Background: an optimization exercise with open tools, aiming at small area. Do not read the settings as production practice. The RTL was checked by simulation tests, not by an equivalence proof against the original design. Power is estimated from default activity; no workload was simulated.

$ cat flow/config.mk
export PLATFORM = sky130hd
export DESIGN_NAME = pong_top
export DESIGN_NICKNAME = pong_top
export VERILOG_FILES = /design/flow/design.v
export SDC_FILE = /design/flow/constraint.sdc
export NUM_CORES = 4
export LEC_CHECK = 0
export CAP_MARGIN = 20
export CORE_MARGIN = 2
export CORE_UTILIZATION = 70
export SLEW_MARGIN = 20
$ cat flow/constraint.sdc
create_clock -name core_clock -period 15.0 [get_ports {pixel_clk}]
set_input_delay 3.0000 -clock core_clock [delete_from_list [all_inputs] [get_ports {pixel_clk}]]
set_output_delay 3.0000 -clock core_clock [all_outputs]
set_load 0.01 [all_outputs]
$ cat flow/design.v
package pong_pkg;
	typedef logic [7:0] pixel_t;
	typedef logic [10:0] hcount_t;
	typedef logic [9:0] vcount_t;
	typedef logic [2:0] sync_t;
	typedef logic [1:0] mode_t;
	localparam mode_t mode_game = 2'd0;
	localparam mode_t mode_border = 2'd1;
	localparam mode_t mode_bars = 2'd2;
	localparam mode_t mode_game_alt = 2'd3;
	typedef logic [1:0] speed_t;
	localparam int PUCK_SIZE = 64;
	localparam int PADDLE_W = 16;
	localparam int PADDLE_H = 128;
	localparam int PADDLE_STEP = 8;
	localparam int PADDLE_MARGIN = 20;
	localparam int PUCK_MIN_X = 5;
	localparam int PUCK_MIN_Y = 1;
	localparam pixel_t PUCK0_COLOR = 8'b111_000_11;
	localparam pixel_t PUCK1_COLOR = 8'b111_111_00;
	localparam pixel_t PADDLE_COLOR = 8'b000_111_00;
	localparam sync_t SYNC_IDLE = 3'b110;
	localparam int RENDER_DELAY = 2;
endpackage
import pong_pkg::*;
module puck_hit (
	input logic [9:0] zx,
	input logic [9:0] zy,
	input logic h_nz,
	output logic hit
);
	logic in_x;
	logic in_y;
	logic [4:0] q;
	logic [4:0] qc;
	logic [4:0] rm;
	logic [4:0] k;
	logic [5:0] cc;
	assign in_x = (zx[9:7] == 3'd0) & (~zx[6] | ((zx[5:0] == 6'd0) & h_nz));
	assign in_y = (zy[9:7] == 3'd0) & (~zy[6] | (zy[5:0] == 6'd0));
	always_comb begin
		qc[0] = ~zy[5];
		for (int i = 0; i < 5; i++) begin
			q[i] = zy[i] ^ ~zy[5] ^ qc[i];
			if (i < 4) qc[i + 1] = (zy[i] ^ ~zy[5]) & qc[i];
		end
	end
	always_comb begin
		case (q)
			5'd0: rm = 5'd31;
			5'd1: rm = 5'd0;
			5'd2: rm = 5'd0;
			5'd3: rm = 5'd0;
			5'd4: rm = 5'd0;
			5'd5: rm = 5'd0;
			5'd6: rm = 5'd0;
			5'd7: rm = 5'd0;
			5'd8: rm = 5'd1;
			5'd9: rm = 5'd1;
			5'd10: rm = 5'd1;
			5'd11: rm = 5'd1;
			5'd12: rm = 5'd2;
			5'd13: rm = 5'd2;
			5'd14: rm = 5'd3;
			5'd15: rm = 5'd3;
			5'd16: rm = 5'd4;
			5'd17: rm = 5'd4;
			5'd18: rm = 5'd5;
			5'd19: rm = 5'd6;
			5'd20: rm = 5'd7;
			5'd21: rm = 5'd7;
			5'd22: rm = 5'd8;
			5'd23: rm = 5'd9;
			5'd24: rm = 5'd10;
			5'd25: rm = 5'd12;
			5'd26: rm = 5'd13;
			5'd27: rm = 5'd14;
			5'd28: rm = 5'd16;
			5'd29: rm = 5'd18;
			5'd30: rm = 5'd20;
			5'd31: rm = 5'd24;
			default: rm = 5'd0;
		endcase
	end
	assign k = zx[4:0] ^ {5{zx[5]}};
	always_comb begin
		cc[0] = zx[5];
		for (int i = 0; i < 5; i++) begin
			cc[i + 1] = (k[i] & ~rm[i]) | (k[i] & cc[i]) | (~rm[i] & cc[i]);
		end
	end
	assign hit = in_x & in_y & (cc[5] | (zy[5] & (zy[4:0] == 5'd0)));
endmodule
module puck_axis #(
	parameter logic [9:0] START = 10'd61,
	parameter bit START_UP = 1'b1,
	parameter bit IS_X = 1'b1
) (
	input logic pixel_clk,
	input logic reset,
	input logic restart,
	input logic frame_pulse,
	input logic h_end,
	input logic f_end,
	input logic [1:0] speed,
	output logic [9:0] z
);
	logic up;
	logic nz;
	logic cin;
	logic [9:0] d;
	logic [10:0] c;
	logic [9:0] r;
	logic bounce;
	logic [9:0] nxt;
	assign nz = frame_pulse & (speed != 2'd0) & up;
	generate
		if (IS_X) begin : g_x
			assign d[0] = 1'b0;
			assign d[1] = frame_pulse & speed[0];
			assign d[2] = frame_pulse & (speed[1] ^ (up & speed[0]));
			assign d[5:3] = {3{nz}};
			assign d[6] = nz | h_end;
			assign d[7] = nz | h_end;
			assign d[8] = nz;
			assign d[9] = nz | h_end;
			assign cin = 1'b1;
		end else begin : g_y
			assign d[0] = h_end;
			assign d[1] = f_end | (frame_pulse & speed[0]);
			assign d[2] = frame_pulse & (speed[1] ^ (up & speed[0]));
			assign d[3] = f_end | nz;
			assign d[4] = f_end | nz;
			assign d[5] = nz;
			assign d[6] = f_end | nz;
			assign d[7] = f_end | nz;
			assign d[9:8] = {2{nz}};
			assign cin = 1'b0;
		end
	endgenerate
	always_comb begin
		c[0] = cin;
		for (int i = 0; i < 10; i++) begin
			r[i] = z[i] ^ d[i] ^ c[i];
			c[i + 1] = (z[i] & d[i]) | (z[i] & c[i]) | (d[i] & c[i]);
		end
	end
	generate
		if (IS_X) begin : g_xb
			assign bounce = frame_pulse & (up ?
				((r[9:3] == 7'b0101111) & ~(r[2] & r[1])) :
				((r[9:3] == 7'b0100111) & (r[2] | r[1])));
			assign nxt = bounce ? (up ? 10'd382 : 10'd313) : r;
		end else begin : g_yb
			assign bounce = frame_pulse & (up ?
				((r[9:7] == 3'd0) & (~r[6] | (r[5:1] == 5'd0))) :
				(r[9] & r[8] & (r[2] | r[1])));
			assign nxt = bounce ? (up ? 10'd66 : 10'd769) : r;
		end
	endgenerate
	always_ff @(posedge pixel_clk) begin
		if (restart) begin
			z <= IS_X ? START + 10'd1 : START;
			up <= START_UP;
		end else begin
			z <= nxt;
			up <= up ^ bounce;
		end
	end
endmodule
module paddle_axis #(
	parameter bit IS_X = 1'b1
) (
	input logic pixel_clk,
	input logic reset,
	input logic restart,
	input logic frame_pulse,
	input logic tick,
	input logic wrap,
	input logic dec,
	input logic inc,
	output logic [6:0] z
);
	localparam logic [6:0] START = IS_X ? 7'd37 : 7'd98;
	localparam logic [6:0] AT_LO = IS_X ? 7'd37 : 7'd93;
	localparam logic [6:0] AT_HI = IS_X ? 7'd44 : 7'd18;
	localparam logic [6:0] WRAP = IS_X ? 7'd88 : 7'd27;
	logic move;
	logic plus1;
	logic minus1;
	logic [6:0] d;
	logic [7:0] c;
	logic [6:0] r;
	assign move = frame_pulse & (dec ? (z != AT_LO) : (inc & (z != AT_HI)));
	assign plus1 = tick | (move & dec);
	assign minus1 = move & ~dec;
	assign d = {{6{minus1}}, plus1 | minus1} | (WRAP & {7{wrap}});
	always_comb begin
		c[0] = 1'b0;
		for (int i = 0; i < 7; i++) begin
			r[i] = z[i] ^ d[i] ^ c[i];
			c[i + 1] = (z[i] & d[i]) | (z[i] & c[i]) | (d[i] & c[i]);
		end
	end
	always_ff @(posedge pixel_clk) begin
		if (restart) begin
			z <= START;
		end else begin
			z <= r;
		end
	end
endmodule
module pong_top #(
	parameter int H_ACTIVE = 1024,
	parameter int H_FP = 24,
	parameter int H_SYNC = 136,
	parameter int H_BP = 160,
	parameter int V_ACTIVE = 768,
	parameter int V_FP = 3,
	parameter int V_SYNC = 6,
	parameter int V_BP = 29
) (
	input logic pixel_clk,
	input logic reset,
	input logic btn_up,
	input logic btn_down,
	input logic btn_left,
	input logic btn_right,
	input logic wb_cyc,
	input logic wb_stb,
	input logic wb_we,
	input logic wb_adr,
	input logic [7:0] wb_dat_w,
	output logic [7:0] wb_dat_r,
	output logic wb_ack,
	output logic hsync,
	output logic vsync,
	output logic video_on,
	output logic [2:0] vga_red,
	output logic [2:0] vga_green,
	output logic [1:0] vga_blue
);
	logic [10:0] hc;
	logic [9:0] vc;
	logic [11:0] hcy;
	logic [10:0] vcy;
	logic [10:0] hinc;
	logic [9:0] vinc;
	logic h_end;
	logic v_end;
	logic frame_pulse;
	logic f_end;
	logic reset_seen;
	assign h_end = hc[10] & hc[8] & (&hc[5:0]);
	assign v_end = vc[9] & vc[8] & vc[5] & vc[2] & vc[0];
	assign f_end = h_end & v_end;
	assign frame_pulse = hc[10] & hc[8] & (hc[5:0] == 6'b111101) &
		vc[9] & vc[8] & (vc[5:0] == 6'b000010);
	always_comb begin
		hcy[0] = 1'b1;
		for (int i = 0; i < 11; i++) begin
			hinc[i] = hc[i] ^ hcy[i];
			hcy[i + 1] = hc[i] & hcy[i];
		end
		vcy[0] = h_end;
		for (int i = 0; i < 10; i++) begin
			vinc[i] = vc[i] ^ vcy[i];
			vcy[i + 1] = vc[i] & vcy[i];
		end
	end
	always_ff @(posedge pixel_clk or posedge reset) begin
		if (reset) begin
			reset_seen <= 1'b1;
		end else begin
			reset_seen <= 1'b0;
		end
	end
	always_ff @(posedge pixel_clk) begin
		if (reset_seen) begin
			hc <= 11'd1342;
			vc <= 10'd805;
		end else begin
			hc <= {hinc[10] & ~h_end, hinc[9], hinc[8] & ~h_end, hinc[7],
				hinc[6] & ~h_end, hinc[5:0]};
			vc <= {vinc[9] & ~f_end, vinc[8] & ~f_end, vinc[7:6], vinc[5] & ~f_end,
				vinc[4:3], vinc[2] & ~f_end, vinc[1] & ~f_end, vinc[0]};
		end
	end
	logic req;
	logic [1:0] mode;
	logic [1:0] mode_d;
	logic [1:0] speed_x;
	logic [1:0] speed_y;
	logic [3:0] dat_r;
	assign req = wb_cyc & wb_stb & ~wb_ack;
	always_ff @(posedge pixel_clk or posedge reset) begin
		if (reset) begin
			wb_ack <= 1'b0;
			mode <= 2'd0;
			speed_x <= 2'd1;
			speed_y <= 2'd1;
		end else begin
			wb_ack <= req;
			if (req && wb_we) begin
				if (wb_adr) begin
					speed_x <= wb_dat_w[3:2];
					speed_y <= wb_dat_w[1:0];
				end else begin
					mode <= wb_dat_w[1:0];
				end
			end
		end
	end
	always_ff @(posedge pixel_clk) begin
		dat_r <= wb_adr ? {speed_x, speed_y} : {2'b00, mode};
		mode_d <= mode;
	end
	assign wb_dat_r = {4'b0000, dat_r};
	logic [9:0] z0x, z0y, z1x, z1y;
	puck_axis #(.START(10'd61), .START_UP(1'b1), .IS_X(1'b1)) i_p0x (
		.pixel_clk(pixel_clk), .reset(reset), .restart(reset_seen), .frame_pulse(frame_pulse),
		.h_end(h_end), .f_end(f_end), .speed(speed_x), .z(z0x));
	puck_axis #(.START(10'd613), .START_UP(1'b1), .IS_X(1'b0)) i_p0y (
		.pixel_clk(pixel_clk), .reset(reset), .restart(reset_seen), .frame_pulse(frame_pulse),
		.h_end(h_end), .f_end(f_end), .speed(speed_y), .z(z0y));
	puck_axis #(.START(10'd829), .START_UP(1'b0), .IS_X(1'b1)) i_p1x (
		.pixel_clk(pixel_clk), .reset(reset), .restart(reset_seen), .frame_pulse(frame_pulse),
		.h_end(h_end), .f_end(f_end), .speed(speed_x), .z(z1x));
	puck_axis #(.START(10'd421), .START_UP(1'b0), .IS_X(1'b0)) i_p1y (
		.pixel_clk(pixel_clk), .reset(reset), .restart(reset_seen), .frame_pulse(frame_pulse),
		.h_end(h_end), .f_end(f_end), .speed(speed_y), .z(z1y));
	logic [6:0] zpx;
	logic [6:0] zpy;
	paddle_axis #(.IS_X(1'b1)) i_padx (
		.pixel_clk(pixel_clk), .reset(reset), .restart(reset_seen), .frame_pulse(frame_pulse),
		.tick(hc[2:0] == 3'd3), .wrap(h_end),
		.dec(btn_left), .inc(btn_right), .z(zpx));
	paddle_axis #(.IS_X(1'b0)) i_pady (
		.pixel_clk(pixel_clk), .reset(reset), .restart(reset_seen), .frame_pulse(frame_pulse),
		.tick(h_end & (vc[2:0] == 3'd3)), .wrap(f_end),
		.dec(btn_up), .inc(btn_down), .z(zpy));
	logic hit0;
	logic hit1;
	logic pad;
	logic pad_x;
	logic pad_y;
	logic on;
	logic h_nz;
	logic border;
	logic red;
	logic green;
	logic blue;
	puck_hit i_hit0 (.zx(z0x), .zy(z0y), .h_nz(h_nz), .hit(hit0));
	puck_hit i_hit1 (.zx(z1x), .zy(z1y), .h_nz(h_nz), .hit(hit1));
	assign pad_x = (zpx[6:1] == 6'd0);
	assign pad_y = (zpy[6:4] == 3'd0);
	assign pad = pad_x & pad_y;
	assign on = ~reset_seen & ~hc[10] & ~(vc[9] & vc[8]);
	assign h_nz = (hc[9:0] != 10'd0);
	assign border = ~h_nz | (&hc[9:0]) | (vc == 10'd0) |
		(vc[9] & (&vc[7:0]));
	always_comb begin
		case (mode_d)
			2'd1: {red, green, blue} = {3{border}};
			2'd2: {red, green, blue} = {hc[8], hc[7], hc[6]};
			default: {red, green, blue} = {hit0 | hit1, hit1 | pad, hit0};
		endcase
	end
	assign hsync = reset_seen | ~(hc[10] & ~hc[8] & ~(hc[7] & (hc[6] | hc[5])) &
		(hc[7] | hc[6] | hc[5] | (hc[4] & hc[3])));
	assign vsync = reset_seen | ~(vc[9] & vc[8] & ~vc[5] & ~vc[4] &
		((~vc[3] & (vc[2] | (vc[1] & vc[0]))) | (vc[3] & ~vc[2] & ~vc[1] & ~vc[0])));
	assign video_on = on;
	assign vga_red = {3{on & red}};
	assign vga_green = {3{on & green}};
	assign vga_blue = {2{on & blue}};
endmodule
$ cat flow/flow/run.sh
#!/bin/bash
# Own layout flow. the standard synthesis, unchanged; then the logic between
# the registers is re-mapped for area: fapol.py picks each full adder's polarity so
# fewer inverters sit between adders and registers, and ABC maps everything else
# (resyn.ys) with each of the abc_*.abc scripts; the smallest result goes through
# the same step once more. The smallest result that proves equal to the standard
# netlist (equiv.ys) replaces it; if none does, the standard netlist stays. Then
# the standard layout from floorplan on, with the port buffers made of the
# smallest buffer and a clock tree without dummy loads at its leaves. Each tool writes its full output to its own log file here.
set -euo pipefail
W=$(pwd)
F=$W/flow
R=$W/orfs/results/$FLOW_PLATFORM/pong_top/base
LIB=$FLOW_HOME/platforms/$FLOW_PLATFORM/lib/sky130_fd_sc_hd__tt_025C_1v80.lib

bash standard.sh synth > "$W/flow_synth.log" 2>&1
cp "$R/1_2_yosys.v" "$W/std.v"

best=""
best_area=""
src="$W/std.v"
for round in 1 2; do
  python3 "$F/fapol.py" "$src" "$W/pol$round.v" > "$W/flow_fapol$round.log" 2>&1 || break
  for s in "$F"/abc_*.abc; do
    n=r${round}_$(basename "$s" .abc)
    sed -e "s|@LIB@|$LIB|g" -e "s|@IN@|$W/pol$round.v|" -e "s|@OUT@|$W/resyn_$n.v|" \
      -e "s|@ABC@|$s|" -e "s|@TOP@|$FLOW_TOP|" -e "s|@STAT@|$W/resyn_$n.stat|" \
      "$F/resyn.ys" > "$W/resyn_$n.ys"
    yosys -s "$W/resyn_$n.ys" > "$W/flow_resyn_$n.log" 2>&1 || continue
    sed -e "s|@LIB@|$LIB|g" -e "s|@GOLD@|$W/std.v|" -e "s|@GATE@|$W/resyn_$n.v|" \
      -e "s|@TOP@|$FLOW_TOP|g" "$F/equiv.ys" > "$W/equiv_$n.ys"
    yosys -s "$W/equiv_$n.ys" > "$W/flow_equiv_$n.log" 2>&1 || continue
    grep -q "SUCCESS" "$W/flow_equiv_$n.log" || continue
    a=$(awk '/Chip area/ {print $NF}' "$W/resyn_$n.stat")
    if [[ -z $best ]] || awk -v a="$a" -v b="$best_area" 'BEGIN { exit !(a < b) }'; then
      best=$n
      best_area=$a
    fi
  done
  [[ -n $best ]] || break
  src="$W/resyn_$best.v"
done
echo "re-mapped netlist used: ${best:-none} ${best_area}" > "$W/flow_choice.log"
if [[ -n $best ]]; then
  cp "$W/resyn_$best.v" "$R/1_2_yosys.v"
  rm -f "$R/1_synth.odb" "$R/1_synth.sdc"
fi

bash standard.sh "BUFFER_PORTS_ARGS=-buffer_cell sky130_fd_sc_hd__buf_1" \
  "CTS_ARGS=-sink_clustering_enable -repair_clock_nets -dont_use_dummy_load" \
  finish > "$W/flow_finish.log" 2>&1
$ cat flow/flow/abc_1.abc
strash
&get -n
&st
&dch
&nf -a
&st
&dch -f
&nf -a -R 1000
&put
topo
$ cat flow/flow/abc_2.abc
strash
ifraig
dch -f
map -a
strash
&get -n
&st
&dch -f
&nf -a -R 1000
&put
topo
$ cat flow/flow/abc_3.abc
strash
&get -n
&st
&dch -f
&nf -a -R 1000
&put
topo
$ cat flow/flow/abc_4.abc
strash
dc2
&get -n
&st
&dch -f
&nf -a -R 1000
&put
topo
$ cat flow/flow/abc_5.abc
strash
&get -n
&st
&dch
&nf -a
&st
&dch -f
&nf -a -p -R 1000
&put
topo
$ cat flow/flow/abc_6.abc
strash
&get -n
&st
&dch -r
&nf -a
&st
&dch -f
&nf -a -R 1000
&put
topo
$ cat flow/flow/equiv.ys
# Prove the re-mapped netlist equal to the standard synthesis: flip-flops are cut
# into ports on both sides (they are the same instances), everything else is
# read as its liberty function and compared by SAT.
read_liberty -ignore_miss_func @LIB@
blackbox sky130_fd_sc_hd__df*
read_verilog @GOLD@
rename @TOP@ gold
read_verilog @GATE@
rename @TOP@ gate
hierarchy -check
flatten gold gate
expose -evert t:sky130_fd_sc_hd__df*
opt_clean
miter -equiv -flatten -make_outputs gold gate miter
hierarchy -top miter
sat -verify -prove trigger 0 miter
$ cat flow/flow/fapol.py
#!/usr/bin/env python3
"""Choose the polarity of each full adder in a mapped sky130 netlist so that
fewer inverters are needed between full adders, half adders and flip-flops.

A full adder is self-dual: FA(~a, ~b, ~c) = (~cout, ~sum). Flipping one means
feeding it the complements of its inputs and complementing its outputs; the
surrounding logic is re-mapped afterwards, so inversions next to ordinary gates
cost nothing, and only inversions between two fixed pins (adder or flip-flop
pins) are counted.

usage: fapol.py in.v out.v
"""
import re
import sys

CELL = re.compile(r'^\s*(sky130_fd_sc_hd__\w+)\s+(\S+)\s*\((.*?)\);', re.S | re.M)
PIN = re.compile(r'\.(\w+)\(([^()]*)\)')
OUTS = {'X', 'Y', 'Q', 'Q_N', 'COUT', 'SUM', 'HI', 'LO'}


def kind(t):
    t = t.replace('sky130_fd_sc_hd__', '')
    if t.startswith('fa_'):
        return 'fa'
    if t.startswith('ha_'):
        return 'ha'
    if t.startswith('df') or t.startswith('edf') or t.startswith('sdf'):
        return 'ff'
    if t.startswith('inv_') or t.startswith('clkinv_'):
        return 'inv'
    return 'soft'


def main():
    src = open(sys.argv[1]).read()
    cells = []
    for m in CELL.finditer(src):
        pins = {p: n.strip() for p, n in PIN.findall(m.group(3))}
        cells.append({'type': m.group(1), 'name': m.group(2), 'pins': pins,
                      'kind': kind(m.group(1)), 'span': m.span()})
    drv = {}
    loads = {}
    for i, c in enumerate(cells):
        for p, n in c['pins'].items():
            if p in OUTS:
                drv[n] = (i, p)
            else:
                loads.setdefault(n, []).append((i, p))

    hard = {'fa', 'ff'}

    # resolve a net to (source cell index, source pin, inversions) through inverters
    def source(n):
        k = 0
        while n in drv and cells[drv[n][0]]['kind'] == 'inv':
            n = cells[drv[n][0]]['pins']['A']
            k += 1
        if n in drv:
            return drv[n][0], drv[n][1], k
        return None, n, k

    # edges between hard pins: (src cell, dst cell, parity)
    edges = []
    for j, c in enumerate(cells):
        if c['kind'] not in hard:
            continue
        for p, n in c['pins'].items():
            if p in OUTS or p in ('CLK', 'RESET_B', 'SET_B'):
                continue
            i, sp, k = source(n)
            if i is None or cells[i]['kind'] not in hard:
                continue
            edges.append((i, j, k & 1))
    fas = [i for i, c in enumerate(cells) if c['kind'] == 'fa']
    pol = {i: 0 for i in fas}

    def p(i):
        return pol.get(i, 0)

    def cost():
        return sum((k + p(i) + p(j)) & 1 for i, j, k in edges)

    adj = {}
    for e in edges:
        adj.setdefault(e[0], []).append(e)
        adj.setdefault(e[1], []).append(e)
    before = cost()
    improved = True
    while improved:
        improved = False
        for f in fas:
            es = adj.get(f, [])
            now = sum((k + p(i) + p(j)) & 1 for i, j, k in es)
            pol[f] ^= 1
            new = sum((k + p(i) + p(j)) & 1 for i, j, k in es)
            if new < now:
                improved = True
            else:
                pol[f] ^= 1
    after = cost()
    sys.stderr.write('fapol: %d full adders, %d flipped, hard inversions %d -> %d\n' % (
        len(fas), sum(pol.values()), before, after))

    # rewrite flipped adders with inverted inputs and outputs
    extra = []
    uid = [0]

    def fresh(base):
        uid[0] += 1
        return '_fapol_%s_%d_' % (base, uid[0])

    out = []
    last = 0
    for i, c in enumerate(cells):
        if c['kind'] != 'fa' or not pol.get(i):
            continue
        a, b = c['span']
        out.append(src[last:a])
        last = b
        newpins = {}
        for pn, n in c['pins'].items():
            w = fresh('w')
            extra.append('  wire %s;' % w)
            if pn in OUTS:
                # the adder now drives the complement; restore the original net
                extra.append('  sky130_fd_sc_hd__inv_1 %s (.A(%s), .Y(%s));' % (fresh('i'), w, n))
            else:
                extra.append('  sky130_fd_sc_hd__inv_1 %s (.A(%s), .Y(%s));' % (fresh('i'), n, w))
            newpins[pn] = w
        out.append('%s %s (%s);' % (c['type'], c['name'], ', '.join(
            '.%s(%s)' % (pn, w) for pn, w in newpins.items())))
    out.append(src[last:])
    text = ''.join(out)
    wires = [x for x in extra if x.startswith('  wire')]
    insts = [x for x in extra if not x.startswith('  wire')]
    h = text.index(');', text.index('module ')) + 2
    text = text[:h] + '\n' + '\n'.join(wires) + '\n' + text[h:]
    k = text.rfind('endmodule')
    text = text[:k] + '\n'.join(insts) + '\n' + text[k:]
    open(sys.argv[2], 'w').write(text)


main()
$ cat flow/flow/resyn.ys
# Re-map the standard synthesis's combinational logic for area. Flip-flops, full
# adders and tie cells are kept as they are (as black boxes); every other cell is
# read as its liberty function, flattened and mapped again by ABC.
read_liberty -ignore_miss_func @LIB@
blackbox sky130_fd_sc_hd__df* sky130_fd_sc_hd__fa_* sky130_fd_sc_hd__conb_*
read_verilog @IN@
hierarchy -top @TOP@
flatten
opt -purge
setundef -zero
abc -liberty @LIB@ -dont_use *lpflow* -dont_use *probe* -dont_use *fill_* -script @ABC@
opt_clean -purge
splitnets
opt_clean -purge
hilomap -singleton -hicell sky130_fd_sc_hd__conb_1 HI -locell sky130_fd_sc_hd__conb_1 LO

opt_clean -purge
tee -o @STAT@ stat -liberty @LIB@
write_verilog -noattr -noexpr -nohex -nodec @OUT@
$ cat flow/standard.sh
#!/bin/bash
# synth_recipe.tcl (not shown) runs the flow's synth.tcl, then flattens the netlist and writes it again
# the make line also repeats each setting of config.mk as NAME=value (left out here)
make -C /OpenROAD-flow-scripts/flow DESIGN_CONFIG=/design/flow/config.mk WORK_HOME=/design/flow/orfs CLKGATE_MAP_FILE= SYNTH_SCRIPT=/design/flow/synth_recipe.tcl "${@:-finish}"
==> results of run 1 <==
-- through the flow --
stage | worst slack, ns | total power [uW] | instance area, sq um | instances | utilization [%]
2_1_floorplan | 8.31 | 466 | 5280 | 592 | -
3_3_place_gp | 8.02 | 506 | 5520 | 720 | 76.1
3_5_place_dp | 7.79 | 519 | 5520 | 720 | 76.1
4_1_cts | 7.40 | 647 | 5640 | 729 | 77.8
5_1_grt | 6.80 | 688 | 5650 | 729 | 77.9
6_report | 7.29 | 649 | 5650 | 729 | 77.9
-- layer usage --
layer / track usage (%) / vias to the layer above
li1: - / 2136
met1: 38.4 / 2113
met2: 51.0 / 165
met3: 5.93 / 12
met4: 8.33 / 0
met5: 0 / -
-- layout make-up --
type                    count  area (sq um)
multi-input cells         478          3310
flip-flops and latches     93          1910
fillers                   500          1610
clock buffers               9           124
well taps                  99           124
repair buffers             29           109
inverters                  21          78.8
-- worst paths after layout --
kind                           endpoint  slack [ns]  depth (start not counted)
setup reg to reg             i_p1y.z[1]        7.81                         20
setup / recovery           vga_green[0]        7.29                         16
hold / removal                mode_d[1]        0.41                          0
max in group asynchronous    speed_x[0]       12.25                          2
min in group asynchronous       mode[0]        2.50                          2
hold reg to reg               mode_d[1]        0.41                          0
-- state kept, by name, summed over array words and instances (netlist names), 4 cells and up --
name      count
i_padx.z      7
i_p0y.z      10
i_p0x.z      10
i_pady.z      7
dat_r         4
i_p1y.z      10
vc           10
hc           11
i_p1x.z      10
-- power groups by stage --
stage	Sequential, uW	Combinational, uW	Clock (uW)
3_3_place_gp	330	176	0
4_1_cts	327	189	132
2_1_floorplan	320	147	0
3_5_place_dp	332	187	0
6_report	327	191	131
5_1_grt	332	215	140
-- worst max-delay path, delay by kind of cell, from the launching register on --
kind	cells	cell delay, ns
compound gates	10	2.25
flops	1	0.36
simple gates	4	1.04
xor+xnor	1	0.50
buf+inv	1	0.20
==> flow_summary.ini, run 1 <==
[cts]
cts_tree = yes
clock-sinks = 93
postCtsSetupRepairBufs = 0
post_cts_resized = 0
cts_buffers = 9
htree_levels = 3
cts_root_buf = clkbuf_8
clk_latency_ns = 0.36
cts.path.max_buffers = 2
clk_pin_slew_ns = 0.10
hold_buffers = 0

[routing]
totalWireLength_um = 11800
drt_iter0_drc = 284
dr.max_layer_used = met4
antenna_left = 0
first_pass_iters = 7
vias = 4426
drt_drc_violations_left = 0
wl_per_cell_um = 16.2
viasPerCell = 6.07
route.met3.wl_um = 635
wl_met2_um = 5850
wl_met1_um = 5120

[placement]
gp_congestion = 0.949
numPortBuffers = 29
dpl.hpwl_um = 8760

[timing]
timing.hold.ws_ns = 0.410
fin_crit_ns = 7.71
finalSetupTns_ns = 0
slew_violations = 0
final_hold_viol_count = 0
worst_pin_slew_ns = 0.881
relSlewSlack_pct = 41.2
rsz0062_at_grt = no
fin_skew_ns = 0.0314
period_share_pct = 51.4
report.final.setup_viol = 0
max_freq_mhz = 130

[die]
die_h_um = 90.8
io_pins = 38
num_rows = 31
fp.dieW_um = 90.8
initial_core_util_pct = 72.6
dieArea_sq_um = 8240
core_area_sq_um = 7250

[global_routing]
grt_remaining_overflow = 0
grt_usage_pct = 29.7
grt_pass1_wl_um = 19700
grt_max_degree = 45
grt_pass1_vias = 4239
antenna_found_initial = 0

[critical_path]
cp-end-kind = output pin
r2r-start = hc[0]
startpoint = i_p1y.z[0]
cp_cell_sequence = nor2_1 > nor2_1 > xnor2_1 > nand2_1 > or3_1 > o21ai_0 > o21ai_0 > a31oi_1 > a21oi_1 > o21ai_0 > o211ai_1 > a21oi_1 > o311a_1 > o21ai_0 > a211oi_1 > buf_1
path_class = register to output pin
slowest_stage = xnor2_1
required_ns = 12.00
crit_path_max_fanout = 9
path_common_cell = o21ai_0
worstSetupStartpointType = register
worst_ep_arrival_time_ns = 4.71
critPathMaxStageDelay_ns = 0.50

[finish]
num_antenna_cells = 0
final_cell_mix = dfxtp_1 (85), nor2_1 (71), nand2_1 (68)
area_delta_synth_final_pct = 7.17
mostFrequentLayoutCell = dfxtp_1
nNetsFinal = 692
drive_above_1_share_pct = 2.06

[power_and_ir_drop]
p_int_uw = 421
power.leakage_uw = 0.00221
switching_share_pct = 35.1
p_switching_uw = 228
vdd_ir_drop_max_mv = 0.0792
p_seq_share_pct = 50.4
comb_power_share_pct = 29.5
pwr-share-clk_pct = 20.2
p_per_area_nw_per_um2 = 115

[synthesis]
ys_warn_count = 8
avgSynthCellArea_sq_um = 8.96
synth_area_sq_um = 5270
synthCells = 588

[hold_path]
hold_path_class = register to register
hp-start = mode[1]

[run_status]
status = complete, no violations

[run]
maxCapViolCount = 0
==> run 2, diff against run 1 <==
--- a/flow/flow/run.sh
+++ b/flow/flow/run.sh
@@ -8,3 +8,4 @@
 # the standard layout from floorplan on, with the port buffers made of the
-# smallest buffer and a clock tree without dummy loads at its leaves. Each tool writes its full output to its own log file here.
+# smallest buffer and a clock tree without dummy loads at its leaves. Each tool
+# writes its full output to its own log file here.
 set -euo pipefail
==> run 2 against run 1 <==
- synthesized area unchanged
- clock-buffer cell count stayed put
- critical endpoint unchanged
- clock power barely moved
- worst setup slack unchanged
- critical path depth is the same
- fmax did not move
- largest cell class unchanged
- die area did not move
==> flow_summary.ini, run 2 <==
[critical_path]
critPathMaxStageDelay_ns = 0.50
path_common_cell = o21ai_0
worst_ep_arrival_time_ns = 4.71
r2r_slack_ns = 7.81
r2r_cells = 20
cp_cell_sequence = nor2_1 > nor2_1 > xnor2_1 > nand2_1 > or3_1 > o21ai_0 > o21ai_0 > a31oi_1 > a21oi_1 > o21ai_0 > o211ai_1 > a21oi_1 > o311a_1 > o21ai_0 > a211oi_1 > buf_1
r2r-start = hc[0]
path_class = register to output pin
required_ns = 12.00
worstSetupStartpointType = register
cp-end-kind = output pin
slowest_stage = xnor2_1
crit_path_max_fanout = 9
rr_endpoint = i_p1y.z[1]

[hold_path]
holdPathEnd = mode_d[1]
hold_path_class = register to register
hp-start = mode[1]
hold_depth = 0

[timing]
final_hold_viol_count = 0
finalSetupTns_ns = 0
period_share_pct = 51.4
fin_skew_ns = 0.0314
rsz0062_at_grt = no
setup_slack_ns = 7.29
slew_violations = 0
report.final.setup_viol = 0
fin_crit_ns = 7.71
relSlewSlack_pct = 41.2
max_freq_mhz = 130
worst_pin_slew_ns = 0.881

[cts]
post_cts_resized = 0
cts_root_buf = clkbuf_8
cts.path.max_buffers = 2
hold_buffers = 0
postCtsSetupRepairBufs = 0
cts_buffers = 9
clk_latency_ns = 0.36
clk_pin_slew_ns = 0.10
htree_levels = 3
cts_tree = yes
clock-sinks = 93

[die]
io_pins = 38
num_rows = 31
core_area_sq_um = 7250
dieArea_sq_um = 8240
fp.dieW_um = 90.8
die_h_um = 90.8
initial_core_util_pct = 72.6

[synthesis]
avgSynthCellArea_sq_um = 8.96
synth_area_sq_um = 5270
ys_warn_count = 8
synthCells = 588

[global_routing]
antenna_found_initial = 0
grt_max_degree = 45
grt_pass1_vias = 4239
grt_remaining_overflow = 0
grt_usage_pct = 29.7
grt_pass1_wl_um = 19700

[power_and_ir_drop]
vdd_ir_drop_max_mv = 0.0792
power.leakage_uw = 0.00221
p_per_area_nw_per_um2 = 115

[finish]
regArea_sq_um = 1910
largest_reg_flops = 11
multi_input_area_sq_um = 3310
area_delta_synth_final_pct = 7.17
final_cell_mix = dfxtp_1 (85), nor2_1 (71), nand2_1 (68)
mostFrequentLayoutCell = dfxtp_1
nNetsFinal = 692
fillers = 500
final_util_pct = 77.9
drive_above_1_share_pct = 2.06
largest_register = hc
final_cell_area_sq_um = 5650
num_antenna_cells = 0

[placement]
dpl.hpwl_um = 8760
numPortBuffers = 29
gp_congestion = 0.949
placed_cell_area_sq_um = 5520
post-place-ws_ns = 7.79

[routing]
first_pass_iters = 7
vias = 4426
drt_iter0_drc = 284
viasPerCell = 6.07
antenna_left = 0
totalWireLength_um = 11800
wl_per_cell_um = 16.2
drt_drc_violations_left = 0

[run_status]
status = complete, no violations

[run]
maxCapViolCount = 0
## run 2: through the flow
step / hold slack [ns] / std cells / total power, uW
after global placement: 0.375 / 720 / 506
after floorplan: 0.354 / 592 / 466
after global routing: 0.439 / 729 / 688
after CTS: 0.417 / 729 / 647
after detailed placement: 0.376 / 720 / 519
final: 0.410 / 729 / 649
## run 2: layer usage
layer	share of wire (%)	routed length, um	global-route usage [%]
met5	0	0	0
met2	50	5850	51.0
met1	43	5120	38.4
met3	5.4	635	5.93
met4	1.6	183	8.33
## run 2: worst max-delay path: cells and delay by family, from the launching register on
family | cells | cell delay (ns)
compound gates | 10 | 2.25
simple gates | 4 | 1.04
flops | 1 | 0.36
buf+inv | 1 | 0.20
xor+xnor | 1 | 0.50
## run 2: final cells by class
type / count / area share (%)
multi-input combinational: 478 / 58.5
sequential: 93 / 33.7
clock buffer: 9 / 2.19
tap: 99 / 2.19
timing repair buffer: 29 / 1.93
inverter: 21 / 1.40
## run 2: worst max-delay path by stage
stage | from | end | slack (ns) | cells past startpoint
floorplan | i_p1y.z[0] | vga_green[0] | 8.31 | 15
global placement | i_p1y.z[0] | vga_green[1] | 8.02 | 16
detailed placement | i_p1y.z[0] | vga_green[0] | 7.79 | 16
CTS | i_p1y.z[0] | vga_green[0] | 7.40 | 16
global route | i_p1y.z[0] | vga_green[0] | 6.80 | 16
finish | i_p1y.z[0] | vga_green[0] | 7.29 | 16
## run 2: power by group
group / internal (uW) / switching, uW / leakage, uW
Sequential: 284 / 43.1 / 0.000790
Combinational: 83.4 / 108 / 0.00135
Clock: 54.0 / 77.0 / 0.0000647

-- static timing again, ports no longer ideal --
The results above use ideal ports. As a check the final layouts listed here were re-extracted and re-timed, cells and wires unchanged.
Step 1: set_driving_cell puts a clkbuf_16 on pixel_clk and a buf_2 on each other input, an assumption about the parent block.
Step 2 adds t to the input delays and takes it off the output delays; t is the mean of the earliest and latest rising clock arrival at the registers after step 1. Input paths then give back, and output paths get back, about the clock's delay inside the block.
a / b / c = ideal / step 1 / step 2; a / b = the first two.
| run | t (ns) | slack for setup (ns) | hold WS [ns] | worst data-port slew with drivers (ns) | cell pins on the clock port's net |
|---|---|---|---|---|---|
| run 1 | 0.372 | 7.294 / 7.262 / 7.634 | 0.410 / 0.410 / 0.410 | 0.04 | 1 |
| run 2 | 0.372 | 7.294 / 7.262 / 7.634 | 0.410 / 0.410 / 0.410 | 0.04 | 1 |
After both steps setup and hold are still met in every run listed.
